Background: an optimization exercise with open tools, aiming at small area. Do not read the settings as production practice.
Only simulation tests tie the RTL to the original design; equivalence was not proved.
No activity file was given, so power comes from the tool's default toggle rates.

==> flow/design.v <==
package rms_pkg;
    localparam int CNT_W  = 17;
    localparam int SUM_W  = 32;
    localparam int SQ_W   = 47;
endpackage
module running_mean_stddev #(
    parameter int MAX_COUNT   = 65536,
    parameter int FRAC_BITS   = 16
) (
    input  logic        aclk,
    input  logic        aresetn,
    input  logic        s_axis_tvalid,
    output logic        s_axis_tready,
    input  logic [15:0] s_axis_tdata,    
    input  logic        s_axis_tlast,
    output logic        m_axis_tvalid,
    input  logic        m_axis_tready,
    output logic [87:0] m_axis_tdata,    
    input  logic        psel,
    input  logic        penable,
    input  logic        pwrite,
    input  logic [1:0]  paddr,
    input  logic [31:0] pwdata,
    output logic [31:0] prdata,
    output logic        pready
);
    logic [16:0]        cnt;
    logic [31:0]        sum;
    logic [46:0]        sq;
    logic               ovf;
    logic               mode;
    logic               busy, valid;
    logic               accept, go, take;
    logic signed [15:0] xg;
    logic [2:0]         pc, pc_n;          
    logic [16:0]        cnt_n;
    logic [31:0]        sum_n;
    logic [46:0]        sq_n;
    logic               ovf_n;
    assign pready = 1'b1;
    assign prdata = {31'd0, mode};
    assign s_axis_tready = ~(s_axis_tlast & (busy | valid));
    assign accept = s_axis_tvalid & s_axis_tready;
    assign go     = accept & s_axis_tlast;
    assign take   = accept & ~cnt[16];
    assign xg     = take ? s_axis_tdata : 16'd0;
    rms_add #(.W(17)) u_cnt (.a(cnt), .b(17'd0), .ci(take), .s(cnt_n), .co());
    logic        sum_c16, sum_up, sum_dn;
    logic [15:0] sum_p1, sum_p0;
    rms_add #(.W(16)) u_sum (.a(sum[15:0]), .b(xg), .ci(1'b0), .s(sum_n[15:0]), .co(sum_c16));
    assign sum_up = sum_c16 & ~xg[15];
    assign sum_dn = ~sum_c16 & xg[15];
    assign sum_p1[0] = 1'b1;
    assign sum_p0[0] = 1'b1;
    for (genvar k = 1; k < 16; k++) begin : g_sum_hi
        assign sum_p1[k] = sum_p1[k-1] & sum[15+k];
        assign sum_p0[k] = sum_p0[k-1] & ~sum[15+k];
    end
    assign sum_n[31:16] = sum[31:16] ^ (({16{sum_up}} & sum_p1) | ({16{sum_dn}} & sum_p0));
    rms_sqacc u_sqacc (
        .a(xg), .sq(sq), .pc(pc), .sq_n(sq_n), .pc_n(pc_n)
    );
    assign ovf_n  = ovf | (accept & cnt[16]);
    always_ff @(posedge aclk) begin
        if (!aresetn || go) begin
            cnt <= '0;
            sum <= '0;
            sq  <= '0;
            pc  <= '0;
            ovf <= 1'b0;
        end else begin
            cnt <= cnt_n;
            sum <= sum_n;
            sq  <= sq_n;
            pc  <= pc_n;
            ovf <= ovf_n;
        end
    end
    always_ff @(posedge aclk) begin
        if (!aresetn) mode <= 1'b0;
        else if (psel && penable && pwrite && paddr == 2'd0) mode <= pwdata[0];
    end
    logic [7:0]  t, t_n;
    logic [16:0] N;
    logic        OVF, NEG;
    logic [15:0] RM;         
    logic [31:0] MB;         
    logic [63:0] X;          
    logic [33:0] R;
    logic [33:0] DR;         
    logic        brw, seen, mreg;
    logic [2:0]  PC;
    logic        qc;
    rms_add #(.W(8)) u_t (.a(t), .b(8'd0), .ci(1'b1), .s(t_n), .co());
    logic ph0, pY, pQ, pM, pD, pDiv, pSq, sqB, fin, tlastdiv;
    assign ph0  = busy & (t[7:6] == 2'b00);
    assign pY   = ph0 & ~t[5];
    assign pD   = ph0 & t[5] & (t[4:0] >= 5'd15);
    assign pQ   = ph0 & ~pD;
    assign pM   = busy & (t[7:5] == 3'b010);
    assign pDiv = busy & (t[7:6] == 2'b01);
    assign pSq  = busy & (t[7:6] == 2'b10);
    assign sqB  = t[0];
    assign tlastdiv = (t[5:0] == 6'd63);
    assign fin  = busy & (t == 8'd191);
    logic [31:0] mp_in;
    logic        m_eff;
    logic [16:0] nm_in;
    assign mp_in = sum_n ^ {32{sum_n[31]}};
    assign m_eff = mode & (cnt != 17'd0);
    assign nm_in = m_eff ? (cnt[16] ? 17'h0FFFF : cnt) : cnt_n;
    logic [31:0] mp;
    logic        s_nx, seen_nx, m_nx;
    assign mp      = {RM, MB[31:16]};
    assign s_nx    = mp[t_n[4:0]] ^ NEG;
    assign seen_nx = seen | mreg;
    assign m_nx    = s_nx ^ (NEG & seen_nx);
    logic inj, qb;
    assign inj  = (t == 8'd11 && PC[0]) || (t == 8'd22 && PC[1]) || (t == 8'd32 && PC[2]);
    assign qb   = X[0] ^ inj ^ qc;
    logic        bm, cmp;
    logic [33:0] bb, sa, rn;
    logic        ca, ge;
    logic [31:0] ya;
    assign bm  = mreg & pY;
    assign bb  = ph0 ? {2'b00, (bm ? mp : 32'd0)} : ~DR;
    rms_adds #(.W(34), .L(19)) u_sa (.a(R), .b(bb), .ci(ph0 ? (bm & NEG) : 1'b1),
                                     .s(sa), .co(ca));
    assign ya  = sa[31:0];
    assign ge  = ca;
    assign cmp = ge && !(pSq && !sqB);
    assign rn  = cmp ? sa : R;
    logic [15:0] xa_a;
    logic        xa_m;
    logic [16:0] r2m, ab_a, ab_b, xa;
    logic        gem;
    assign xa_a = pQ ? X[62:47] : DR[32:17];
    assign xa_m = pQ ? qb : DR[0];
    assign r2m  = {RM, MB[31]};
    assign ab_a = ph0 ? {1'b0, xa_a} : r2m;
    assign ab_b = ph0 ? (xa_m ? N : 17'd0) : ~N;
    rms_add #(.W(17)) u_xa (.a(ab_a), .b(ab_b), .ci(~ph0), .s(xa), .co(gem));
    logic xbit, ybit, abit, brw_n;
    assign xbit  = pQ ? xa[0] : X[47];
    assign ybit  = ya[0];
    assign abit  = xbit ^ ybit ^ brw;
    assign brw_n = (~xbit & (ybit | brw)) | (ybit & brw);
    always_ff @(posedge aclk) begin
        if (!aresetn) begin
            busy  <= 1'b0;
            valid <= 1'b0;
        end else begin
            if (go) busy <= 1'b1;
            else if (fin) busy <= 1'b0;
            if (fin) valid <= 1'b1;
            else if (m_axis_tready) valid <= 1'b0;
        end
    end
    always_ff @(posedge aclk) begin
        if (go) t <= '0;
        else t <= t_n;
    end
    always_ff @(posedge aclk) begin
        if (go) begin
            N   <= cnt_n;
            OVF <= ovf_n;
            NEG <= sum_n[31];
            PC  <= pc_n;
        end
    end
    always_ff @(posedge aclk) begin
        if (go) begin
            RM <= mp_in[31:16];
            MB <= {mp_in[15:0], (sum_n[31] & ~cnt[16]) ? ~cnt[15:0] : 16'd0};
        end else if (pM) begin
            RM <= gem ? xa[15:0] : r2m[15:0];
            MB <= {MB[30:0], gem ^ NEG};
        end
    end
    always_ff @(posedge aclk) begin
        if (go) begin
            seen <= 1'b0;
            mreg <= sum_n[0];
            brw  <= 1'b0;
            qc   <= 1'b0;
        end else if (ph0) begin
            qc <= (X[0] & inj) | (qc & (X[0] ^ inj));
            if (pY) begin
                seen <= seen_nx;
                mreg <= m_nx;
            end
            brw <= brw_n;
        end
    end
    always_ff @(posedge aclk) begin
        if (go) X <= {17'd0, sq_n};
        else if (pQ) X <= {1'b0, xa[16:1], pY & abit, X[46:1]};
        else if (pD) X <= {X[0], X[63:48], pY & abit, X[46:1]};
        else X <= {X[62:15], ge, X[13:0], X[63]};
    end
    always_ff @(posedge aclk) begin
        if (go) R <= '0;
        else if (ph0) R <= {1'b0, abit & ~pY, sa[32:2], (t[5:0] == 6'd63) ? X[15] : sa[1]};
        else if (pDiv && tlastdiv) R <= '0;
        else R <= {rn[32:0], X[13]};
    end
    always_ff @(posedge aclk) begin
        if (go) DR <= {17'd0, nm_in};
        else if (pD) DR <= {1'b0, xa, DR[16:1]};
        else if (pDiv && tlastdiv) DR <= 34'd1;
        else if (pSq && sqB) DR[33:2] <= {DR[32:2], ge};
    end
    assign m_axis_tvalid = valid;
    assign m_axis_tdata  = {5'd0,
                            OVF ? 2'd2 : (N[16:1] == 16'd0 ? 2'd1 : 2'd0),
                            N, DR[33:2], MB};
endmodule
module rms_add #(
    parameter int W = 8
) (
    input  logic [W-1:0] a,
    input  logic [W-1:0] b,
    input  logic         ci,
    output logic [W-1:0] s,
    output logic         co
);
    logic [W:0] c;
    assign c[0] = ci;
    for (genvar i = 0; i < W; i++) begin : g_bit
        assign s[i]   = a[i] ^ b[i] ^ c[i];
        assign c[i+1] = (a[i] & b[i]) | (c[i] & (a[i] ^ b[i]));
    end
    assign co = c[W];
endmodule
module rms_adds #(
    parameter int W = 32,
    parameter int L = 16
) (
    input  logic [W-1:0] a,
    input  logic [W-1:0] b,
    input  logic         ci,
    output logic [W-1:0] s,
    output logic         co
);
    logic         c_lo, co0;
    logic [W-L-1:0] u0;
    rms_add #(.W(L)) u_lo (.a(a[L-1:0]), .b(b[L-1:0]), .ci(ci), .s(s[L-1:0]), .co(c_lo));
    rms_add #(.W(W-L)) u_hi (.a(a[W-1:L]), .b(b[W-1:L]), .ci(1'b0), .s(u0), .co(co0));
    assign s[W-1:L] = u0 + {{(W-L-1){1'b0}}, c_lo};
    assign co = co0 | (c_lo & (&u0));
endmodule
module rms_sqacc (
    input  logic [15:0]   a,
    input  logic [46:0]   sq,
    input  logic [2:0]    pc,
    output logic [46:0]   sq_n,
    output logic [2:0]    pc_n
);
    wire l1 = (a[0]);
    wire l2 = (a[1]);
    wire l3 = (a[2]);
    wire l4 = (a[3]);
    wire l5 = (a[4]);
    wire l6 = (a[5]);
    wire l7 = (a[6]);
    wire l8 = (a[7]);
    wire l9 = (a[8]);
    wire l10 = (a[9]);
    wire l11 = (a[10]);
    wire l12 = (a[11]);
    wire l13 = (a[12]);
    wire l14 = (a[13]);
    wire l15 = (a[14]);
    wire l16 = (a[15]);
    wire l17 = (a[0] & a[1]);
    wire l18 = (a[0] & a[2]);
    wire l19 = (a[0] & a[3]);
    wire l20 = (a[0] & a[4]);
    wire l21 = (a[0] & a[5]);
    wire l22 = (a[0] & a[6]);
    wire l23 = (a[0] & a[7]);
    wire l24 = (a[0] & a[8]);
    wire l25 = (a[0] & a[9]);
    wire l26 = (a[0] & a[10]);
    wire l27 = (a[0] & a[11]);
    wire l28 = (a[0] & a[12]);
    wire l29 = (a[0] & a[13]);
    wire l30 = (a[0] & a[14]);
    wire l31 = (a[1] & a[2]);
    wire l32 = (a[1] & a[3]);
    wire l33 = (a[1] & a[4]);
    wire l34 = (a[1] & a[5]);
    wire l35 = (a[1] & a[6]);
    wire l36 = (a[1] & a[7]);
    wire l37 = (a[1] & a[8]);
    wire l38 = (a[1] & a[9]);
    wire l39 = (a[1] & a[10]);
    wire l40 = (a[1] & a[11]);
    wire l41 = (a[1] & a[12]);
    wire l42 = (a[1] & a[13]);
    wire l43 = (a[1] & a[14]);
    wire l44 = (a[2] & a[3]);
    wire l45 = (a[2] & a[4]);
    wire l46 = (a[2] & a[5]);
    wire l47 = (a[2] & a[6]);
    wire l48 = (a[2] & a[7]);
    wire l49 = (a[2] & a[8]);
    wire l50 = (a[2] & a[9]);
    wire l51 = (a[2] & a[10]);
    wire l52 = (a[2] & a[11]);
    wire l53 = (a[2] & a[12]);
    wire l54 = (a[2] & a[13]);
    wire l55 = (a[2] & a[14]);
    wire l56 = (a[3] & a[4]);
    wire l57 = (a[3] & a[5]);
    wire l58 = (a[3] & a[6]);
    wire l59 = (a[3] & a[7]);
    wire l60 = (a[3] & a[8]);
    wire l61 = (a[3] & a[9]);
    wire l62 = (a[3] & a[10]);
    wire l63 = (a[3] & a[11]);
    wire l64 = (a[3] & a[12]);
    wire l65 = (a[3] & a[13]);
    wire l66 = (a[3] & a[14]);
    wire l67 = (a[4] & a[5]);
    wire l68 = (a[4] & a[6]);
    wire l69 = (a[4] & a[7]);
    wire l70 = (a[4] & a[8]);
    wire l71 = (a[4] & a[9]);
    wire l72 = (a[4] & a[10]);
    wire l73 = (a[4] & a[11]);
    wire l74 = (a[4] & a[12]);
    wire l75 = (a[4] & a[13]);
    wire l76 = (a[4] & a[14]);
    wire l77 = (a[5] & a[6]);
    wire l78 = (a[5] & a[7]);
    wire l79 = (a[5] & a[8]);
    wire l80 = (a[5] & a[9]);
    wire l81 = (a[5] & a[10]);
    wire l82 = (a[5] & a[11]);
    wire l83 = (a[5] & a[12]);
    wire l84 = (a[5] & a[13]);
    wire l85 = (a[5] & a[14]);
    wire l86 = (a[6] & a[7]);
    wire l87 = (a[6] & a[8]);
    wire l88 = (a[6] & a[9]);
    wire l89 = (a[6] & a[10]);
    wire l90 = (a[6] & a[11]);
    wire l91 = (a[6] & a[12]);
    wire l92 = (a[6] & a[13]);
    wire l93 = (a[6] & a[14]);
    wire l94 = (a[7] & a[8]);
    wire l95 = (a[7] & a[9]);
    wire l96 = (a[7] & a[10]);
    wire l97 = (a[7] & a[11]);
    wire l98 = (a[7] & a[12]);
    wire l99 = (a[7] & a[13]);
    wire l100 = (a[7] & a[14]);
    wire l101 = (a[8] & a[9]);
    wire l102 = (a[8] & a[10]);
    wire l103 = (a[8] & a[11]);
    wire l104 = (a[8] & a[12]);
    wire l105 = (a[8] & a[13]);
    wire l106 = (a[8] & a[14]);
    wire l107 = (a[9] & a[10]);
    wire l108 = (a[9] & a[11]);
    wire l109 = (a[9] & a[12]);
    wire l110 = (a[9] & a[13]);
    wire l111 = (a[9] & a[14]);
    wire l112 = (a[10] & a[11]);
    wire l113 = (a[10] & a[12]);
    wire l114 = (a[10] & a[13]);
    wire l115 = (a[10] & a[14]);
    wire l116 = (a[11] & a[12]);
    wire l117 = (a[11] & a[13]);
    wire l118 = (a[11] & a[14]);
    wire l119 = (a[12] & a[13]);
    wire l120 = (a[12] & a[14]);
    wire l121 = (a[13] & a[14]);
    wire l122 = (~(a[15] & a[0]));
    wire l123 = (~(a[15] & a[1]));
    wire l124 = (~(a[15] & a[2]));
    wire l125 = (~(a[15] & a[3]));
    wire l126 = (~(a[15] & a[4]));
    wire l127 = (~(a[15] & a[5]));
    wire l128 = (~(a[15] & a[6]));
    wire l129 = (~(a[15] & a[7]));
    wire l130 = (~(a[15] & a[8]));
    wire l131 = (~(a[15] & a[9]));
    wire l132 = (~(a[15] & a[10]));
    wire l133 = (~(a[15] & a[11]));
    wire l134 = (~(a[15] & a[12]));
    wire l135 = (~(a[15] & a[13]));
    wire l136 = (~(a[15] & a[14]));
    wire s137 = sq[16] ^ l9 ^ l43;
    wire c138 = (sq[16] & l9) | (l43 & (sq[16] ^ l9));
    wire s139 = sq[10] ^ l6;
    wire c140 = sq[10] & l6;
    wire s141 = sq[11] ^ l26;
    wire c142 = sq[11] & l26;
    wire s143 = sq[12] ^ l7 ^ l27;
    wire c144 = (sq[12] & l7) | (l27 & (sq[12] ^ l7));
    wire s145 = l39 ^ l50;
    wire c146 = l39 & l50;
    wire s147 = sq[13] ^ l28 ^ l40;
    wire c148 = (sq[13] & l28) | (l40 & (sq[13] ^ l28));
    wire s149 = l51 ^ l61;
    wire c150 = l51 & l61;
    wire s151 = sq[14] ^ l8 ^ l29;
    wire c152 = (sq[14] & l8) | (l29 & (sq[14] ^ l8));
    wire s153 = l41 ^ l52 ^ l62;
    wire c154 = (l41 & l52) | (l62 & (l41 ^ l52));
    wire s155 = l71 ^ l79;
    wire c156 = l71 & l79;
    wire s157 = sq[15] ^ l30 ^ l42;
    wire c158 = (sq[15] & l30) | (l42 & (sq[15] ^ l30));
    wire s159 = l53 ^ l63 ^ l72;
    wire c160 = (l53 & l63) | (l72 & (l53 ^ l63));
    wire s161 = l80 ^ l87;
    wire c162 = l80 & l87;
    wire s163 = s137 ^ l54 ^ l64;
    wire c164 = (s137 & l54) | (l64 & (s137 ^ l54));
    wire s165 = l73 ^ l81 ^ l88;
    wire c166 = (l73 & l81) | (l88 & (l73 ^ l81));
    wire s167 = l94 ^ l122 ^ 1'b1;
    wire c168 = (l94 & l122) | (1'b1 & (l94 ^ l122));
    wire s169 = sq[17] ^ l55 ^ l65;
    wire c170 = (sq[17] & l55) | (l65 & (sq[17] ^ l55));
    wire s171 = l74 ^ l82 ^ l89;
    wire c172 = (l74 & l82) | (l89 & (l74 ^ l82));
    wire s173 = l95 ^ l123 ^ c138;
    wire c174 = (l95 & l123) | (c138 & (l95 ^ l123));
    wire s175 = sq[18] ^ l10 ^ l66;
    wire c176 = (sq[18] & l10) | (l66 & (sq[18] ^ l10));
    wire s177 = l75 ^ l83 ^ l90;
    wire c178 = (l75 & l83) | (l90 & (l75 ^ l83));
    wire s179 = l96 ^ l101 ^ l124;
    wire c180 = (l96 & l101) | (l124 & (l96 ^ l101));
    wire s181 = sq[19] ^ l76 ^ l84;
    wire c182 = (sq[19] & l76) | (l84 & (sq[19] ^ l76));
    wire s183 = l91 ^ l97 ^ l102;
    wire c184 = (l91 & l97) | (l102 & (l91 ^ l97));
    wire s185 = sq[20] ^ l11 ^ l85;
    wire c186 = (sq[20] & l11) | (l85 & (sq[20] ^ l11));
    wire s187 = l92 ^ l98 ^ l103;
    wire c188 = (l92 & l98) | (l103 & (l92 ^ l98));
    wire s189 = sq[21] ^ l93 ^ l99;
    wire c190 = (sq[21] & l93) | (l99 & (sq[21] ^ l93));
    wire s191 = sq[22] ^ l12 ^ l100;
    wire c192 = (sq[22] & l12) | (l100 & (sq[22] ^ l12));
    wire s193 = sq[6] ^ l4;
    wire c194 = sq[6] & l4;
    wire s195 = sq[7] ^ l22;
    wire c196 = sq[7] & l22;
    wire s197 = sq[8] ^ l5 ^ l23;
    wire c198 = (sq[8] & l5) | (l23 & (sq[8] ^ l5));
    wire s199 = l35 ^ l46;
    wire c200 = l35 & l46;
    wire s201 = sq[9] ^ l24 ^ l36;
    wire c202 = (sq[9] & l24) | (l36 & (sq[9] ^ l24));
    wire s203 = l47 ^ l57;
    wire c204 = l47 & l57;
    wire s205 = s139 ^ l25 ^ l37;
    wire c206 = (s139 & l25) | (l37 & (s139 ^ l25));
    wire s207 = l48 ^ l58 ^ l67;
    wire c208 = (l48 & l58) | (l67 & (l48 ^ l58));
    wire s209 = s141 ^ l38 ^ l49;
    wire c210 = (s141 & l38) | (l49 & (s141 ^ l38));
    wire s211 = l59 ^ l68 ^ c140;
    wire c212 = (l59 & l68) | (c140 & (l59 ^ l68));
    wire s213 = s143 ^ s145 ^ l60;
    wire c214 = (s143 & s145) | (l60 & (s143 ^ s145));
    wire s215 = l69 ^ l77 ^ c142;
    wire c216 = (l69 & l77) | (c142 & (l69 ^ l77));
    wire s217 = s147 ^ s149 ^ l70;
    wire c218 = (s147 & s149) | (l70 & (s147 ^ s149));
    wire s219 = l78 ^ c144 ^ c146;
    wire c220 = (l78 & c144) | (c146 & (l78 ^ c144));
    wire s221 = s151 ^ s153 ^ s155;
    wire c222 = (s151 & s153) | (s155 & (s151 ^ s153));
    wire s223 = l86 ^ c148 ^ c150;
    wire c224 = (l86 & c148) | (c150 & (l86 ^ c148));
    wire s225 = s157 ^ s159 ^ s161;
    wire c226 = (s157 & s159) | (s161 & (s157 ^ s159));
    wire s227 = c152 ^ c154 ^ c156;
    wire c228 = (c152 & c154) | (c156 & (c152 ^ c154));
    wire s229 = s163 ^ s165 ^ s167;
    wire c230 = (s163 & s165) | (s167 & (s163 ^ s165));
    wire s231 = c158 ^ c160 ^ c162;
    wire c232 = (c158 & c160) | (c162 & (c158 ^ c160));
    wire s233 = s169 ^ s171 ^ s173;
    wire c234 = (s169 & s171) | (s173 & (s169 ^ s171));
    wire s235 = c164 ^ c166 ^ c168;
    wire c236 = (c164 & c166) | (c168 & (c164 ^ c166));
    wire s237 = s175 ^ s177 ^ s179;
    wire c238 = (s175 & s177) | (s179 & (s175 ^ s177));
    wire s239 = c170 ^ c172 ^ c174;
    wire c240 = (c170 & c172) | (c174 & (c170 ^ c172));
    wire s241 = s181 ^ s183 ^ l125;
    wire c242 = (s181 & s183) | (l125 & (s181 ^ s183));
    wire s243 = c176 ^ c178 ^ c180;
    wire c244 = (c176 & c178) | (c180 & (c176 ^ c178));
    wire s245 = s185 ^ s187 ^ l107;
    wire c246 = (s185 & s187) | (l107 & (s185 ^ s187));
    wire s247 = l126 ^ c182 ^ c184;
    wire c248 = (l126 & c182) | (c184 & (l126 ^ c182));
    wire s249 = s189 ^ l104 ^ l108;
    wire c250 = (s189 & l104) | (l108 & (s189 ^ l104));
    wire s251 = l127 ^ c186 ^ c188;
    wire c252 = (l127 & c186) | (c188 & (l127 ^ c186));
    wire s253 = s191 ^ l105 ^ l109;
    wire c254 = (s191 & l105) | (l109 & (s191 ^ l105));
    wire s255 = l112 ^ l128 ^ c190;
    wire c256 = (l112 & l128) | (c190 & (l112 ^ l128));
    wire s257 = sq[23] ^ l106 ^ l110;
    wire c258 = (sq[23] & l106) | (l110 & (sq[23] ^ l106));
    wire s259 = l113 ^ l129 ^ c192;
    wire c260 = (l113 & l129) | (c192 & (l113 ^ l129));
    wire s261 = sq[24] ^ l13 ^ l111;
    wire c262 = (sq[24] & l13) | (l111 & (sq[24] ^ l13));
    wire s263 = l114 ^ l116 ^ l130;
    wire c264 = (l114 & l116) | (l130 & (l114 ^ l116));
    wire s265 = sq[25] ^ l115 ^ l117;
    wire c266 = (sq[25] & l115) | (l117 & (sq[25] ^ l115));
    wire s267 = sq[26] ^ l14 ^ l118;
    wire c268 = (sq[26] & l14) | (l118 & (sq[26] ^ l14));
    wire s269 = sq[4] ^ l3;
    wire c270 = sq[4] & l3;
    wire s271 = sq[5] ^ l20;
    wire c272 = sq[5] & l20;
    wire s273 = s193 ^ l21 ^ l33;
    wire c274 = (s193 & l21) | (l33 & (s193 ^ l21));
    wire s275 = s195 ^ l34 ^ l45;
    wire c276 = (s195 & l34) | (l45 & (s195 ^ l34));
    wire s277 = s197 ^ s199 ^ l56;
    wire c278 = (s197 & s199) | (l56 & (s197 ^ s199));
    wire s279 = s201 ^ s203 ^ c198;
    wire c280 = (s201 & s203) | (c198 & (s201 ^ s203));
    wire s281 = s205 ^ s207 ^ c202;
    wire c282 = (s205 & s207) | (c202 & (s205 ^ s207));
    wire s283 = s209 ^ s211 ^ c206;
    wire c284 = (s209 & s211) | (c206 & (s209 ^ s211));
    wire s285 = s213 ^ s215 ^ c210;
    wire c286 = (s213 & s215) | (c210 & (s213 ^ s215));
    wire s287 = s217 ^ s219 ^ c214;
    wire c288 = (s217 & s219) | (c214 & (s217 ^ s219));
    wire s289 = s221 ^ s223 ^ c218;
    wire c290 = (s221 & s223) | (c218 & (s221 ^ s223));
    wire s291 = s225 ^ s227 ^ c222;
    wire c292 = (s225 & s227) | (c222 & (s225 ^ s227));
    wire s293 = s229 ^ s231 ^ c226;
    wire c294 = (s229 & s231) | (c226 & (s229 ^ s231));
    wire s295 = s233 ^ s235 ^ c230;
    wire c296 = (s233 & s235) | (c230 & (s233 ^ s235));
    wire s297 = s237 ^ s239 ^ c234;
    wire c298 = (s237 & s239) | (c234 & (s237 ^ s239));
    wire s299 = s241 ^ s243 ^ c238;
    wire c300 = (s241 & s243) | (c238 & (s241 ^ s243));
    wire s301 = s245 ^ s247 ^ c242;
    wire c302 = (s245 & s247) | (c242 & (s245 ^ s247));
    wire s303 = s249 ^ s251 ^ c246;
    wire c304 = (s249 & s251) | (c246 & (s249 ^ s251));
    wire s305 = s253 ^ s255 ^ c250;
    wire c306 = (s253 & s255) | (c250 & (s253 ^ s255));
    wire s307 = s257 ^ s259 ^ c254;
    wire c308 = (s257 & s259) | (c254 & (s257 ^ s259));
    wire s309 = s261 ^ s263 ^ c258;
    wire c310 = (s261 & s263) | (c258 & (s261 ^ s263));
    wire s311 = s265 ^ l131 ^ c262;
    wire c312 = (s265 & l131) | (c262 & (s265 ^ l131));
    wire s313 = s267 ^ l119 ^ l132;
    wire c314 = (s267 & l119) | (l132 & (s267 ^ l119));
    wire s315 = sq[27] ^ l120 ^ l133;
    wire c316 = (sq[27] & l120) | (l133 & (sq[27] ^ l120));
    wire s317 = sq[28] ^ l15 ^ l121;
    wire c318 = (sq[28] & l15) | (l121 & (sq[28] ^ l15));
    wire s319 = sq[2] ^ l2;
    wire c320 = sq[2] & l2;
    wire s321 = sq[3] ^ l18;
    wire c322 = sq[3] & l18;
    wire s323 = s269 ^ l19 ^ l31;
    wire c324 = (s269 & l19) | (l31 & (s269 ^ l19));
    wire s325 = s271 ^ l32 ^ c270;
    wire c326 = (s271 & l32) | (c270 & (s271 ^ l32));
    wire s327 = s273 ^ l44 ^ c272;
    wire c328 = (s273 & l44) | (c272 & (s273 ^ l44));
    wire s329 = s275 ^ c194 ^ c274;
    wire c330 = (s275 & c194) | (c274 & (s275 ^ c194));
    wire s331 = s277 ^ c196 ^ c276;
    wire c332 = (s277 & c196) | (c276 & (s277 ^ c196));
    wire s333 = s279 ^ c200 ^ c278;
    wire c334 = (s279 & c200) | (c278 & (s279 ^ c200));
    wire s335 = s281 ^ c204 ^ c280;
    wire c336 = (s281 & c204) | (c280 & (s281 ^ c204));
    wire s337 = s283 ^ c208 ^ c282;
    wire c338 = (s283 & c208) | (c282 & (s283 ^ c208));
    wire s339 = s285 ^ c212 ^ c284;
    wire c340 = (s285 & c212) | (c284 & (s285 ^ c212));
    wire s341 = s287 ^ c216 ^ c286;
    wire c342 = (s287 & c216) | (c286 & (s287 ^ c216));
    wire s343 = s289 ^ c220 ^ c288;
    wire c344 = (s289 & c220) | (c288 & (s289 ^ c220));
    wire s345 = s291 ^ c224 ^ c290;
    wire c346 = (s291 & c224) | (c290 & (s291 ^ c224));
    wire s347 = s293 ^ c228 ^ c292;
    wire c348 = (s293 & c228) | (c292 & (s293 ^ c228));
    wire s349 = s295 ^ c232 ^ c294;
    wire c350 = (s295 & c232) | (c294 & (s295 ^ c232));
    wire s351 = s297 ^ c236 ^ c296;
    wire c352 = (s297 & c236) | (c296 & (s297 ^ c236));
    wire s353 = s299 ^ c240 ^ c298;
    wire c354 = (s299 & c240) | (c298 & (s299 ^ c240));
    wire s355 = s301 ^ c244 ^ c300;
    wire c356 = (s301 & c244) | (c300 & (s301 ^ c244));
    wire s357 = s303 ^ c248 ^ c302;
    wire c358 = (s303 & c248) | (c302 & (s303 ^ c248));
    wire s359 = s305 ^ c252 ^ c304;
    wire c360 = (s305 & c252) | (c304 & (s305 ^ c252));
    wire s361 = s307 ^ c256 ^ c306;
    wire c362 = (s307 & c256) | (c306 & (s307 ^ c256));
    wire s363 = s309 ^ c260 ^ c308;
    wire c364 = (s309 & c260) | (c308 & (s309 ^ c260));
    wire s365 = s311 ^ c264 ^ c310;
    wire c366 = (s311 & c264) | (c310 & (s311 ^ c264));
    wire s367 = s313 ^ c266 ^ c312;
    wire c368 = (s313 & c266) | (c312 & (s313 ^ c266));
    wire s369 = s315 ^ c268 ^ c314;
    wire c370 = (s315 & c268) | (c314 & (s315 ^ c268));
    wire s371 = s317 ^ l134 ^ c316;
    wire c372 = (s317 & l134) | (c316 & (s317 ^ l134));
    wire s373 = sq[29] ^ l135 ^ c318;
    wire c374 = (sq[29] & l135) | (c318 & (sq[29] ^ l135));
    wire s375 = sq[30] ^ l16 ^ l136;
    wire c376 = (sq[30] & l16) | (l136 & (sq[30] ^ l16));
    wire s377 = sq[31] ^ 1'b1;
    wire c378 = sq[31] & 1'b1;
    wire s379 = sq[32] ^ 1'b1;
    wire c380 = sq[32] & 1'b1;
    wire s381 = sq[33] ^ 1'b1;
    wire c382 = sq[33] & 1'b1;
    wire s383 = sq[34] ^ 1'b1;
    wire c384 = sq[34] & 1'b1;
    wire s385 = sq[35] ^ 1'b1;
    wire c386 = sq[35] & 1'b1;
    wire s387 = sq[36] ^ 1'b1;
    wire c388 = sq[36] & 1'b1;
    wire s389 = sq[37] ^ 1'b1;
    wire c390 = sq[37] & 1'b1;
    wire s391 = sq[38] ^ 1'b1;
    wire c392 = sq[38] & 1'b1;
    wire s393 = sq[39] ^ 1'b1;
    wire c394 = sq[39] & 1'b1;
    wire s395 = sq[40] ^ 1'b1;
    wire c396 = sq[40] & 1'b1;
    wire s397 = sq[41] ^ 1'b1;
    wire c398 = sq[41] & 1'b1;
    wire s399 = sq[42] ^ 1'b1;
    wire c400 = sq[42] & 1'b1;
    wire s401 = sq[43] ^ 1'b1;
    wire c402 = sq[43] & 1'b1;
    wire s403 = sq[44] ^ 1'b1;
    wire c404 = sq[44] & 1'b1;
    wire s405 = sq[45] ^ 1'b1;
    wire c406 = sq[45] & 1'b1;
    wire s407 = sq[46] ^ 1'b1;
    wire c408 = sq[46] & 1'b1;
    wire s409 = sq[0] ^ l1;
    wire c410 = sq[0] & l1;
    wire s411 = sq[1] ^ c410;
    wire c412 = sq[1] & c410;
    wire s413 = s319 ^ l17 ^ c412;
    wire c414 = (s319 & l17) | (c412 & (s319 ^ l17));
    wire s415 = s321 ^ c320 ^ c414;
    wire c416 = (s321 & c320) | (c414 & (s321 ^ c320));
    wire s417 = s323 ^ c322 ^ c416;
    wire c418 = (s323 & c322) | (c416 & (s323 ^ c322));
    wire s419 = s325 ^ c324 ^ c418;
    wire c420 = (s325 & c324) | (c418 & (s325 ^ c324));
    wire s421 = s327 ^ c326 ^ c420;
    wire c422 = (s327 & c326) | (c420 & (s327 ^ c326));
    wire s423 = s329 ^ c328 ^ c422;
    wire c424 = (s329 & c328) | (c422 & (s329 ^ c328));
    wire s425 = s331 ^ c330 ^ c424;
    wire c426 = (s331 & c330) | (c424 & (s331 ^ c330));
    wire s427 = s333 ^ c332 ^ c426;
    wire c428 = (s333 & c332) | (c426 & (s333 ^ c332));
    wire s429 = s335 ^ c334 ^ c428;
    wire c430 = (s335 & c334) | (c428 & (s335 ^ c334));
    wire s431 = s337 ^ c336 ^ pc[0];
    wire c432 = (s337 & c336) | (pc[0] & (s337 ^ c336));
    wire s433 = s339 ^ c338 ^ c432;
    wire c434 = (s339 & c338) | (c432 & (s339 ^ c338));
    wire s435 = s341 ^ c340 ^ c434;
    wire c436 = (s341 & c340) | (c434 & (s341 ^ c340));
    wire s437 = s343 ^ c342 ^ c436;
    wire c438 = (s343 & c342) | (c436 & (s343 ^ c342));
    wire s439 = s345 ^ c344 ^ c438;
    wire c440 = (s345 & c344) | (c438 & (s345 ^ c344));
    wire s441 = s347 ^ c346 ^ c440;
    wire c442 = (s347 & c346) | (c440 & (s347 ^ c346));
    wire s443 = s349 ^ c348 ^ c442;
    wire c444 = (s349 & c348) | (c442 & (s349 ^ c348));
    wire s445 = s351 ^ c350 ^ c444;
    wire c446 = (s351 & c350) | (c444 & (s351 ^ c350));
    wire s447 = s353 ^ c352 ^ c446;
    wire c448 = (s353 & c352) | (c446 & (s353 ^ c352));
    wire s449 = s355 ^ c354 ^ c448;
    wire c450 = (s355 & c354) | (c448 & (s355 ^ c354));
    wire s451 = s357 ^ c356 ^ c450;
    wire c452 = (s357 & c356) | (c450 & (s357 ^ c356));
    wire s453 = s359 ^ c358 ^ pc[1];
    wire c454 = (s359 & c358) | (pc[1] & (s359 ^ c358));
    wire s455 = s361 ^ c360 ^ c454;
    wire c456 = (s361 & c360) | (c454 & (s361 ^ c360));
    wire s457 = s363 ^ c362 ^ c456;
    wire c458 = (s363 & c362) | (c456 & (s363 ^ c362));
    wire s459 = s365 ^ c364 ^ c458;
    wire c460 = (s365 & c364) | (c458 & (s365 ^ c364));
    wire s461 = s367 ^ c366 ^ c460;
    wire c462 = (s367 & c366) | (c460 & (s367 ^ c366));
    wire s463 = s369 ^ c368 ^ c462;
    wire c464 = (s369 & c368) | (c462 & (s369 ^ c368));
    wire s465 = s371 ^ c370 ^ c464;
    wire c466 = (s371 & c370) | (c464 & (s371 ^ c370));
    wire s467 = s373 ^ c372 ^ c466;
    wire c468 = (s373 & c372) | (c466 & (s373 ^ c372));
    wire s469 = s375 ^ c374 ^ c468;
    wire c470 = (s375 & c374) | (c468 & (s375 ^ c374));
    wire s471 = s377 ^ c376 ^ c470;
    wire c472 = (s377 & c376) | (c470 & (s377 ^ c376));
    wire s473 = s379 ^ c378 ^ pc[2];
    wire c474 = (s379 & c378) | (pc[2] & (s379 ^ c378));
    wire s475 = s381 ^ c380 ^ c474;
    wire c476 = (s381 & c380) | (c474 & (s381 ^ c380));
    wire s477 = s383 ^ c382 ^ c476;
    wire c478 = (s383 & c382) | (c476 & (s383 ^ c382));
    wire s479 = s385 ^ c384 ^ c478;
    wire c480 = (s385 & c384) | (c478 & (s385 ^ c384));
    wire s481 = s387 ^ c386 ^ c480;
    wire c482 = (s387 & c386) | (c480 & (s387 ^ c386));
    wire s483 = s389 ^ c388 ^ c482;
    wire c484 = (s389 & c388) | (c482 & (s389 ^ c388));
    wire s485 = s391 ^ c390 ^ c484;
    wire c486 = (s391 & c390) | (c484 & (s391 ^ c390));
    wire s487 = s393 ^ c392 ^ c486;
    wire c488 = (s393 & c392) | (c486 & (s393 ^ c392));
    wire s489 = s395 ^ c394 ^ c488;
    wire c490 = (s395 & c394) | (c488 & (s395 ^ c394));
    wire s491 = s397 ^ c396 ^ c490;
    wire c492 = (s397 & c396) | (c490 & (s397 ^ c396));
    wire s493 = s399 ^ c398 ^ c492;
    wire c494 = (s399 & c398) | (c492 & (s399 ^ c398));
    wire s495 = s401 ^ c400 ^ c494;
    wire c496 = (s401 & c400) | (c494 & (s401 ^ c400));
    wire s497 = s403 ^ c402 ^ c496;
    wire c498 = (s403 & c402) | (c496 & (s403 ^ c402));
    wire s499 = s405 ^ c404 ^ c498;
    wire c500 = (s405 & c404) | (c498 & (s405 ^ c404));
    wire s501 = s407 ^ c406 ^ c500;
    wire c502 = (s407 & c406) | (c500 & (s407 ^ c406));
    assign sq_n[0] = s409;
    assign sq_n[1] = s411;
    assign sq_n[2] = s413;
    assign sq_n[3] = s415;
    assign sq_n[4] = s417;
    assign sq_n[5] = s419;
    assign sq_n[6] = s421;
    assign sq_n[7] = s423;
    assign sq_n[8] = s425;
    assign sq_n[9] = s427;
    assign sq_n[10] = s429;
    assign sq_n[11] = s431;
    assign sq_n[12] = s433;
    assign sq_n[13] = s435;
    assign sq_n[14] = s437;
    assign sq_n[15] = s439;
    assign sq_n[16] = s441;
    assign sq_n[17] = s443;
    assign sq_n[18] = s445;
    assign sq_n[19] = s447;
    assign sq_n[20] = s449;
    assign sq_n[21] = s451;
    assign sq_n[22] = s453;
    assign sq_n[23] = s455;
    assign sq_n[24] = s457;
    assign sq_n[25] = s459;
    assign sq_n[26] = s461;
    assign sq_n[27] = s463;
    assign sq_n[28] = s465;
    assign sq_n[29] = s467;
    assign sq_n[30] = s469;
    assign sq_n[31] = s471;
    assign sq_n[32] = s473;
    assign sq_n[33] = s475;
    assign sq_n[34] = s477;
    assign sq_n[35] = s479;
    assign sq_n[36] = s481;
    assign sq_n[37] = s483;
    assign sq_n[38] = s485;
    assign sq_n[39] = s487;
    assign sq_n[40] = s489;
    assign sq_n[41] = s491;
    assign sq_n[42] = s493;
    assign sq_n[43] = s495;
    assign sq_n[44] = s497;
    assign sq_n[45] = s499;
    assign sq_n[46] = s501;
    assign pc_n[0] = c430;
    assign pc_n[1] = c452;
    assign pc_n[2] = c472;
endmodule
==> flow/flow/run.sh <==
#!/bin/bash
# The standard layout (standard.sh) with these changes:
#  - after the standard synthesis, flow/invopt.py removes inverters around the
#    full adders (a full adder is self-dual) and merges gate+inverter pairs
#    into complement gates; registers stay as they are;
#  - each port's buffer is the smallest buffer cell (every port still gets its
#    own buffer);
#  - the constant outputs share one tie cell per value (no tie fanout repair);
#  - clock tree synthesis inserts no dummy loads and uses clkbuf_8 with
#    clusters of at most 18 sinks.
# Logs here: synth_make.log, invopt.log, flow_make.log; each tool's full log
# is under orfs/logs/.
set -euo pipefail
RES="$PWD/orfs/results/$FLOW_PLATFORM/running_mean_stddev/base"
bash standard.sh "$RES/1_2_yosys.v" > synth_make.log 2>&1
cp "$RES/1_2_yosys.v" "$RES/1_2_yosys.std.v"
python3 flow/invopt.py "$RES/1_2_yosys.std.v" "$RES/1_2_yosys.opt.v" > invopt.log 2>&1
cp "$RES/1_2_yosys.opt.v" "$RES/1_2_yosys.v"
export SKIP_REPAIR_TIE_FANOUT=1
export BUFFER_PORTS_ARGS="-buffer_cell sky130_fd_sc_hd__buf_1"
export CTS_ARGS="-sink_clustering_enable -repair_clock_nets -dont_use_dummy_load -buf_list sky130_fd_sc_hd__clkbuf_8 -sink_clustering_size 18 -sink_clustering_max_diameter 60"
bash standard.sh finish > flow_make.log 2>&1
==> flow/flow/invopt.py <==
#!/usr/bin/env python3
"""Remove inverters around full adders in a Yosys-written gate netlist.

A full adder is self-dual: FA(~a, ~b, ~c) = (~sum, ~cout). The script strips
every inverter, chooses for each full adder whether it runs on true or on
complemented values so that as few nets as possible need a complement, then
puts back one inverter per net whose complement some pin needs. Then a gate
whose only load is an inverter is replaced by its complement gate (nand2 and
inverter become and2, and so on). Registers stay as they are, and the netlist
does the same as before.

usage: invopt.py IN.v OUT.v
"""
import random
import re
import sys
from collections import defaultdict

INV_RE = re.compile(r"sky130_fd_sc_hd__(inv|clkinv)_\d+$")
FA_RE = re.compile(r"sky130_fd_sc_hd__fa_\d+$")
OUT_PINS = {"X", "Y", "Q", "Q_N", "SUM", "COUT", "HI", "LO"}
FA_IN = ("A", "B", "CIN")
FA_OUT = ("SUM", "COUT")

src = open(sys.argv[1]).read()
m = re.search(r"\bmodule\s+(\S+)\s*\((.*?)\);", src, re.S)
body_start = m.end()
body_end = src.rindex("endmodule")
header = src[:body_start]
body = src[body_start:body_end]

cell_re = re.compile(r"^(\s*)(sky130_fd_sc_hd__\w+)\s+(\S+)\s*\((.*?)\);[ \t]*$", re.S | re.M)
pin_re = re.compile(r"\.(\w+)\(\s*(.*?)\s*\)\s*(?:,|$)", re.S)


def norm(n):
    return n.replace(" ", "")


cells = {}
order = []
other = []
pos = 0
for cm in cell_re.finditer(body):
    other.append(body[pos:cm.start()])
    pos = cm.end()
    typ, name, pins = cm.group(2), cm.group(3), cm.group(4)
    cells[name] = [typ, {p: norm(n) for p, n in pin_re.findall(pins)}]
    order.append(name)
    other.append(None)
other.append(body[pos:])

# nets read by assign statements or that are ports: keep their values exactly
fixed = set()
for piece in other:
    if piece is None:
        continue
    for am in re.finditer(r"assign\s+(.*?)\s*=\s*(.*?);", piece, re.S):
        for side in am.groups():
            for tok in re.findall(r"(\\\S+|[A-Za-z_][\w$]*(?:\s*\[\d+(?::\d+)?\])?)", side):
                fixed.add(norm(tok))
for p in re.findall(r"\b(?:input|output|inout)\b[^;]*?(\\\S+|\w+)\s*;", body):
    fixed.add(p)


def is_fixed(n):
    return n in fixed or re.sub(r"\[\d+\]$", "", n) in fixed


drv = {}
for name, (typ, pm) in cells.items():
    for p, n in pm.items():
        if p in OUT_PINS:
            drv[n] = (name, p)


def root(n):
    """(root net, parity) through any chain of inverters."""
    par = 0
    seen = set()
    while True:
        d = drv.get(n)
        if d is None or not INV_RE.match(cells[d[0]][0]) or d[0] in seen:
            return n, par
        seen.add(d[0])
        n = cells[d[0]][1]["A"]
        par ^= 1


inv_cells = [c for c, (t, _) in cells.items() if INV_RE.match(t)]
# every load pin of a non-inverter cell, and every fixed net, as (root, parity)
pins = []          # (cell or None, pin, root, parity)
for name, (typ, pm) in cells.items():
    if INV_RE.match(typ):
        continue
    for p, n in pm.items():
        if p in OUT_PINS or n.startswith("1'"):
            continue
        r, par = root(n)
        pins.append((name, p, r, par))
fixed_drv = []     # fixed nets driven by inverters: keep a driver for them
for c in inv_cells:
    y = cells[c][1]["Y"]
    if is_fixed(y):
        r, par = root(y)
        pins.append((None, y, r, par))

fas = [c for c, (t, _) in cells.items() if FA_RE.match(t)]
fa_idx = {c: i for i, c in enumerate(fas)}
src_fa = {}        # root net -> fa index driving it
for c in fas:
    for p in FA_OUT:
        src_fa[cells[c][1][p]] = fa_idx[c]

pol = [0] * len(fas)
need = defaultdict(int)      # root -> number of pins that need its complement
by_fa = defaultdict(list)    # fa index -> pin indices it affects


def req(i):
    c, p, r, par = pins[i]
    v = par
    if c is not None and c in fa_idx and p in FA_IN:
        v ^= pol[fa_idx[c]]
    if r in src_fa:
        v ^= pol[src_fa[r]]
    return v


for i, (c, p, r, par) in enumerate(pins):
    if c is not None and c in fa_idx and p in FA_IN:
        by_fa[fa_idx[c]].append(i)
    if r in src_fa:
        by_fa[src_fa[r]].append(i)
    need[r] += req(i)


def cost():
    return sum(1 for r, k in need.items() if k > 0)


def delta(f):
    """Change in cost if full adder f flips."""
    d = defaultdict(int)
    for i in by_fa[f]:
        c, p, r, par = pins[i]
        # a pin touched twice (FA output feeding the same FA) flips twice
        d[r] += 1 - 2 * req(i)
    dc = 0
    for r, k in d.items():
        # pins counted twice in by_fa contribute twice, which nets out below
        old = need[r]
        new = old + k
        dc += (new > 0) - (old > 0)
    return dc, d


def apply(f, d):
    for i in by_fa[f]:
        pass
    for r, k in d.items():
        need[r] += k
    pol[f] ^= 1


# pins that appear twice in by_fa[f] (an FA output looping into the same FA)
# would be counted twice by delta; those do not occur in adder trees, but guard
for f, lst in by_fa.items():
    if len(lst) != len(set(lst)):
        by_fa[f] = list(dict.fromkeys(lst))
        for i in set(lst):
            c, p, r, par = pins[i]
            if (c is not None and c in fa_idx and fa_idx[c] == f and p in FA_IN
                    and r in src_fa and src_fa[r] == f):
                by_fa[f].remove(i)     # its requirement does not change

start = cost()
best = start
best_pol = list(pol)
import math
rng = random.Random(1)
cur = start
T0, T1, SW = 2.0, 0.05, 400
for sweep in range(SW):
    temp = T0 * (T1 / T0) ** (sweep / (SW - 1))
    idx = list(range(len(fas)))
    rng.shuffle(idx)
    for f in idx:
        dc, d = delta(f)
        if dc <= 0 or rng.random() < math.exp(-dc / temp):
            apply(f, d)
            cur += dc
            if cur < best:
                best = cur
                best_pol = list(pol)
pol[:] = best_pol
need.clear()
for i in range(len(pins)):
    need[pins[i][2]] += req(i)
sys.stderr.write(f"invopt: {len(inv_cells)} inverters before, {cost()} after, {sum(pol)} of {len(fas)} adders flipped\n")

# ---- rebuild --------------------------------------------------------------------
for c in inv_cells:
    del cells[c]
uid = [0]


def fresh(tag):
    uid[0] += 1
    return f"_invopt_{tag}{uid[0]}_"


# flipped adders drive new nets carrying the complement of the old root nets
flipped_out = {}   # root -> new net driven by a flipped adder (carries ~root)
for f, c in enumerate(fas):
    if pol[f]:
        for p in FA_OUT:
            r = cells[c][1][p]
            nn = fresh("n")
            cells[c][1][p] = nn
            flipped_out[r] = nn
new_cells = []
t_made = set()
c_made = {}


def add_cell(typ, a, y):
    name = fresh("i")
    cells[name] = [typ, {"A": a, "X" if "buf" in typ else "Y": y}]
    new_cells.append(name)


def T(r):
    """A net carrying the root's own value."""
    if r in flipped_out and r not in t_made:
        add_cell("sky130_fd_sc_hd__inv_1", flipped_out[r], r)
        t_made.add(r)
    return r


def C(r):
    """A net carrying the root's complement."""
    if r in flipped_out:
        return flipped_out[r]
    if r not in c_made:
        nn = fresh("n")
        add_cell("sky130_fd_sc_hd__inv_1", r, nn)
        c_made[r] = nn
    return c_made[r]


for i, (c, p, r, par) in enumerate(pins):
    if c is None:
        # fixed net p must carry root ^ par
        if r in flipped_out:
            add_cell("sky130_fd_sc_hd__buf_1" if par else "sky130_fd_sc_hd__inv_1", flipped_out[r], p)
        else:
            add_cell("sky130_fd_sc_hd__inv_1" if par else "sky130_fd_sc_hd__buf_1", r, p)
        continue
    want = par
    if c in fa_idx and p in FA_IN:
        want ^= pol[fa_idx[c]]
    cells[c][1][p] = C(r) if want else T(r)
order.extend(new_cells)

# ---- peephole: a gate whose only load is an inverter becomes its complement ----
COMP = {
    "nand2_1": ("and2_1", "X"), "and2_1": ("nand2_1", "Y"), "and2_0": ("nand2_1", "Y"),
    "nor2_1": ("or2_1", "X"), "or2_1": ("nor2_1", "Y"), "or2_0": ("nor2_1", "Y"),
    "nand3_1": ("and3_1", "X"), "and3_1": ("nand3_1", "Y"),
    "nor3_1": ("or3_1", "X"), "or3_1": ("nor3_1", "Y"),
    "nand4_1": ("and4_1", "X"), "and4_1": ("nand4_1", "Y"),
    "xor2_1": ("xnor2_1", "Y"), "xnor2_1": ("xor2_1", "X"),
}
PFX = "sky130_fd_sc_hd__"
n_peep = 0
changed = True
while changed:
    changed = False
    drv2 = {}
    lds = defaultdict(list)
    for name, (typ, pm) in cells.items():
        for p, n in pm.items():
            if p in OUT_PINS:
                drv2[n] = name
            else:
                lds[n].append(name)
    for name in list(cells):
        if name not in cells:
            continue
        typ, pm = cells[name]
        if not INV_RE.match(typ):
            continue
        a = pm["A"]
        d = drv2.get(a)
        if d is None or d not in cells:
            continue
        dt, dpm = cells[d]
        base = dt[len(PFX):]
        if base not in COMP or is_fixed(a) or len(lds[a]) != 1:
            continue
        out_old = "Y" if "Y" in dpm else "X"
        newt, out_new = COMP[base]
        y = pm["Y"]
        del dpm[out_old]
        dpm[out_new] = y
        cells[d][0] = PFX + newt
        del cells[name]
        n_peep += 1
        changed = True
        break
sys.stderr.write(f"invopt: {n_peep} gate+inverter pairs merged\n")

new_wires = sorted({n for _, pm in cells.values() for n in pm.values() if n.startswith("_invopt")})
res = [header, "\n"] + [f"  wire {w};\n" for w in new_wires]
oi = 0
emitted = set()


def emit(name):
    typ, pm = cells[name]
    pstr = ",\n".join(f"    .{p}({n}{' ' if n.startswith(chr(92)) else ''})" for p, n in pm.items())
    return f"  {typ} {name} (\n{pstr}\n  );"


for piece in other:
    if piece is not None:
        res.append(piece)
    else:
        name = order[oi]
        oi += 1
        if name in cells:
            res.append(emit(name))
            emitted.add(name)
for name in order:
    if name in cells and name not in emitted:
        res.append(emit(name) + "\n")
res.append(src[body_end:])
open(sys.argv[2], "w").write("".join(res))
==> flow/standard.sh <==
#!/bin/bash
# synth_recipe.tcl (not shown) runs the flow's synth.tcl, then flattens the netlist and writes it again
# the make line also repeats each setting of config.mk as NAME=value (left out here)
make -C /OpenROAD-flow-scripts/flow DESIGN_CONFIG=/design/flow/config.mk WORK_HOME=/design/flow/orfs CLKGATE_MAP_FILE= SYNTH_SCRIPT=/design/flow/synth_recipe.tcl "${@:-finish}"
==> flow/config.mk <==
export PLATFORM = sky130hd
export DESIGN_NAME = running_mean_stddev
export DESIGN_NICKNAME = running_mean_stddev
export VERILOG_FILES = /design/flow/design.v
export SDC_FILE = /design/flow/constraint.sdc
export NUM_CORES = 4
export LEC_CHECK = 0
export CAP_MARGIN = 20
export CORE_MARGIN = 2
export CORE_UTILIZATION = 40
export SLEW_MARGIN = 20
==> flow/constraint.sdc <==
create_clock -name core_clock -period 11.0 [get_ports {aclk}]
set_input_delay 2.2000 -clock core_clock [delete_from_list [all_inputs] [get_ports {aclk}]]
set_output_delay 2.2000 -clock core_clock [all_outputs]
set_load 0.01 [all_outputs]
==> results of run 1 <==
## worst register-to-register path, delay by kind of cell, from the launching register on
family                     cells  cell delay (ps)
muxes                          1              240
buffers and inverters          3              520
AOI/OAI and AO/OA              4              380
adders and majority gates     19             7830
DFF                            1              460
and+or+nand+nor                6             1050
## report_power, final
group / total [µW] / switching [µW] / internal [µW]
clock network: 642 / 400 / 241
registers: 1710 / 209 / 1500
logic: 2440 / 1320 / 1120
## what timing repair did
| item | in CTS | in global routing |
|---|---|---|
| endpoints found under the setup margin | 0 | 37 |
| gates resized for setup | 0 | 7 |
| endpoints found under the hold margin | 0 | 0 |
| buffers inserted | 0 | 1 |
## final cells by class
type,count,area (µm²),share of cell area (%)
well taps,672,841,3.88
diodes,1,2.50,0.0115
clock buffers,30,413,1.90
multi-input cells,1466,11900,55.1
inverters,87,330,1.52
repair buffers,171,922,4.25
flip-flops and latches,317,7230,33.3
## flip-flops by register name, indices dropped and copies added, names as in the netlist, 3 cells and up
| name | cells |
|---|---|
| sum | 32 |
| DR | 34 |
| PC | 3 |
| cnt | 17 |
| pc | 3 |
| R | 34 |
| t | 8 |
| sq | 47 |
| N | 17 |
| RM | 16 |
| X | 64 |
| MB | 32 |
## worst max-delay path by stage
stage | startpoint | endpoint | slack (ps) | cells past startpoint
final | t[7] | R[32] | 340 | 33
after global routing | s_axis_tlast | MB[27] | 7 | 31
after CTS | s_axis_tlast | RM[12] | 240 | 30
after detailed placement | s_axis_tlast | RM[11] | -380 | 30
after global placement | s_axis_tlast | RM[5] | -240 | 30
after floorplan | s_axis_tlast | MB[26] | 30 | 30
## metrics by stage
step                TNS (ps)  setup slack, ps  total power, µW
CTS                        0              239             4820
global placement       -8400             -236             4090
detailed placement    -15100             -382             4170
global route               0             7.11             5240
floorplan                  0             28.4             3510
finish                     0              343             4790
## routing by layer
| metal | GRT usage [%] | share of wire (%) | vias to the layer above | routed length [µm] |
|---|---|---|---|---|
| li1 | - | - | 6981 | - |
| met1 | 30.6 | 45 | 7641 | 25300 |
| met2 | 33.9 | 46 | 464 | 25900 |
| met3 | 2.41 | 5.7 | 95 | 3200 |
| met4 | 6.39 | 2.7 | 0 | 1480 |
| met5 | 0 | 0 | - | 0 |
## cells in the final DEF, fill, tap and decap left out, drive strengths merged, types with 15 or more instances in the layout
| cell | count |
|---|---|
| o311a | 16 |
| buf | 170 |
| o31ai | 18 |
| o21ai | 94 |
| a21oi | 71 |
| edfxtp | 88 |
| nand2 | 271 |
| nand3 | 28 |
| clkbuf | 31 |
| a31oi | 27 |
| inv | 86 |
| and2 | 57 |
| dfxtp | 229 |
| o221ai | 15 |
| and3 | 139 |
| nor3 | 33 |
| a221oi | 16 |
| nor2 | 181 |
| o22ai | 18 |
| ha | 47 |
| fa | 216 |
| xnor2 | 50 |
| mux2i | 66 |
==> results.yml, run 1 <==
outcome:
  status: "complete, no violations"
clock_tree:
  clockRootBuffer: "clkbuf_8"
  clk_pin_slew_ps: 120
  clock_latency_ps: 660
  htree_levels: 1
  numCtsBuffers: 30
  cts_tree: "yes"
  postCtsHoldBufs: 0
  clock_path_buffers: 3
  cts_sinks: 317
setup_path:
  worstRegToRegCells: 33
  critPathLaunchType: "flop"
  cp_slowest_cell: "dfxtp_1"
  slowest_delay_ps: 460
  cp_common_cell: "fa_1"
  path_class: "reg -> reg"
  required_ps: 11450
  crit_fanout: 12
  crit_buf_inv: 3
  worstReg2RegEnd: "R[32]"
  end_kind: "flop"
  cp_top_family: "adder cells"
  r2r_slack_ps: 340
  crit_arrival_ps: 11110
  r2r_start: "t[7]"
layout:
  fin_util_pct: 43.0
  nets: 2394
  design_area_mm2: 0.0217
  syn_to_final_growth_pct: 5.89
  final.fill_count: 4866
  final_layout_size_suffix_gt1_share_pct: 6.52
  final_cells: 2744
routing:
  drt_wl_total_um: 55900
  ant_nets: 0
  first_pass_iters: 5
  vias: 15181
  drt_iter0_markers: 1186
  avgViaCountPerCell: 5.53
  drc_errors: 0
  routedWlPerCell_um: 20.4
grt:
  grt_pass1_wl_um: 89300
  grt_pass1_vias: 15285
  antenna_found_initial: 1
  grt_util_all_layers_pct: 21.3
  grt.overflow.total: 0
  grt_max_degree: 82
timing:
  finalSetupViolCount: 0
  period_share_pct: 96.9
  drv_slew: 0
  rsz0062_at_grt: "no"
  period_needed_ps: 10660
  fmax_ghz: 0.0938
  finalHoldViolCount: 0
  tightest_slew_ps: 1090
  fin_skew_ps: 105
  hold_ws_ps: 407
  slew-limit-headroom_pct: 26.6
power:
  peakVddDrop_mv: 0.148
  power_density_mw_per_mm2: 221
  p_leak_uw: 0.00922
placement:
  place_area_mm2: 0.0212
  gp_congestion: 0.902
  dp.cells: 2712
  io_buffers: 112
  place_hpwl_um: 41300
min_path:
  hold_path_depth: 2
  worst_hold_path.endpoint: "X[57]"
  hp-start: "X[58]"
  holdCritPathClass: "reg -> reg"
yosys:
  syn_area_mm2: 0.0205
  synth_cells: 2081
  synth_area_per_cell_um2: 9.84
  synth_nets: 2402
  yosysWarnings: 1
die:
  die_area_mm2: 0.0530
  rows: 82
  io_pins: 181
  start_util_pct: 40.6
  core_area_mm2: 0.0504
  die_w_um: 230
  die_y_um: 230
run:
  cap_violations: 0
==> inputs of run 2 (changes only) <==
--- a/flow/config.mk
+++ b/flow/config.mk
@@ -6,6 +6,6 @@
 export NUM_CORES = 4
 export LEC_CHECK = 0
-export CAP_MARGIN = 20
+export CAP_MARGIN = 0
 export CORE_MARGIN = 2
 export CORE_UTILIZATION = 40
-export SLEW_MARGIN = 20
+export SLEW_MARGIN = 0
==> run 2 against run 1 <==
Sequential power hardly changed. Design area is 0.20% lower. Sequential cell count stayed put. Worst hold slack better by 65 ps. Highest routed layer unchanged. Still clean. Global-route usage hardly changed.
==> results.yml, run 2 <==
routing:
  drc_errors: 0
  routedWlPerCell_um: 20.4
  vias: 15192
  avgViaCountPerCell: 5.54
  drt_wl_total_um: 56000
  first_pass_iters: 5
  ant_nets: 0
  drt_iter0_markers: 1319
timing:
  finalHoldViolCount: 0
  rsz0062_at_grt: "no"
  period_needed_ps: 10690
  fin_skew_ps: 87.8
  finalSetupViolCount: 0
  drv_slew: 0
  slew-limit-headroom_pct: 20.7
  hold_ws_ps: 472
  tightest_slew_ps: 1190
  period_share_pct: 97.2
  fmax_ghz: 0.0936
setup_path:
  cp_common_cell: "fa_1"
  crit_arrival_ps: 11130
  slowest_delay_ps: 440
  required_ps: 11440
  crit_fanout: 22
  end_kind: "flop"
  path_class: "reg -> reg"
  cp_slowest_cell: "dfxtp_1"
  critPathLaunchType: "flop"
layout:
  regArea_mm2: 0.00723
  layout.cells.most_common: "nand2_1"
  multi_input_area_mm2: 0.0119
  fin_util_pct: 42.9
  largest-register: "X"
  nets: 2392
  final_cell_mix: "nand2_1 (270), dfxtp_1 (229), fa_1 (208)"
  final_cells: 2742
  largest_reg_flops: 64
  reg_top3: "X (64), sq (47)"
  final_layout_size_suffix_gt1_share_pct: 6.19
  final.fill_count: 4877
  syn_to_final_growth_pct: 5.68
yosys:
  syn_area_mm2: 0.0205
  yosysWarnings: 1
  synth_nets: 2402
  synth_cells: 2081
  synth_area_per_cell_um2: 9.84
clock_tree:
  clk_pin_slew_ps: 110
  cts_tree: "yes"
  htree_levels: 1
  numCtsBuffers: 30
  clock_latency_ps: 670
  clock_path_buffers: 3
  cts_sinks: 317
  postCtsHoldBufs: 0
  clockRootBuffer: "clkbuf_8"
power:
  p_int_uw: 2870
  p_leak_uw: 0.00920
  switching_share_pct: 40.2
  net-switching-power_uw: 1930
  pwr-share-comb_pct: 50.9
  clkPwrFrac_pct: 13.4
  p_seq_share_pct: 35.7
  power_density_mw_per_mm2: 222
  total_power_uw: 4790
  peakVddDrop_mv: 0.153
placement:
  dp.cells: 2711
  gp_congestion: 0.902
  place_hpwl_um: 41100
  io_buffers: 112
grt:
  grt_max_degree: 82
  grt_pass1_wl_um: 89400
  antenna_found_initial: 1
  grt.overflow.total: 0
  grt_pass1_vias: 15394
  grt_util_all_layers_pct: 21.3
die:
  die_area_mm2: 0.0530
  core_area_mm2: 0.0504
  die_y_um: 230
  io_pins: 181
  die_w_um: 230
  rows: 82
  start_util_pct: 40.6
run:
  cap_violations: 0
min_path:
  holdCritPathClass: "reg -> reg"
outcome:
  status: "complete, no violations"
-- run 2: cell type report --
class,instances,share of cell area [%]
Antenna cell,1,0.0116
Timing Repair Buffer,169,4.18
Clock buffer,30,1.91
Inverter,87,1.53
Tap cell,672,3.89
Sequential cell,317,33.4
Multi-Input combinational cell,1466,55.1
-- run 2: routing by layer --
| layer | wire (µm) | GRT usage, % | part of all wire [%] |
|---|---|---|---|
| met1 | 25400 | 30.4 | 45 |
| met2 | 26000 | 34.1 | 46 |
| met5 | 0 | 0 | 0 |
| met3 | 3130 | 2.67 | 5.6 |
| met4 | 1440 | 5.91 | 2.6 |
-- run 2: path summary, 6_finish.rpt --
check / depth (start not counted) / endpoint / slack, ps / from
hold reg to reg: 2 / X[2] / 470 / X[3]
hold / removal: 2 / X[2] / 470 / X[3]
setup / recovery: 33 / R[16] / 310 / t[7]
setup reg to reg: 33 / R[16] / 310 / t[7]
-- run 2: what timing repair did --
item / 4_1_cts / 5_1_grt
buffers inserted: 0 / 0
resized for setup: 0 / 5
setup endpoints to repair: 0 / 44
-- run 2: per-stage QoR --
step	setup TNS [ps]	setup WS, ps	instance area [µm²]
6_report	0	311	21600
4_1_cts	0	236	21600
3_5_place_dp	-14760	-374	21200
5_1_grt	0	38.3	21600
2_1_floorplan	0	28.4	20500
3_3_place_gp	-8400	-236	21200
-- run 2: power groups by stage --
stage,Combinational [µW],Sequential (µW),Clock (µW)
floorplan,1840,1670,0
finish,2440,1710,642
global placement,2360,1730,0
CTS,2450,1710,663
global route,2790,1750,702
detailed placement,2430,1740,0
-- run 2: critical path, delay by kind of cell, from the launching register on --
kind / cells / cell delay [ps]
adders and majority gates: 19 / 7880
buffers and inverters: 3 / 450
AOI/OAI and AO/OA: 4 / 390
DFF: 1 / 440
muxes: 1 / 220
and+or+nand+nor: 6 / 1040

==> re-timing with driven ports <==
The results above use ideal ports. As a check the final layouts listed here were re-extracted and re-timed, cells and wires unchanged. Step 1: set_driving_cell puts a clkbuf_16 on aclk and a buf_2 on each other input, an assumption about the parent block. Step 2 moves the port delays by t, midway between the first and last clock arrival at a register: inputs arrive t later, outputs are due t later. That takes back most of the time a late clock gives input paths. Slacks: ideal ports / drivers / drivers and shift; pairs: ideal ports / drivers.
run	shift t [ns]	slack for setup (ns)	worst setup path after step 2
run 1	0.673	0.343 / 0.343 / -0.282	input to register
run 2	0.673	0.311 / 0.311 / -0.186	input to register
Met with ideal ports but missed after step 2: setup timing in run 1 and run 2. For run 1, which loses most, drivers alone change the setup slack by 0.000 ns; drivers and shift together by -0.625 ns.
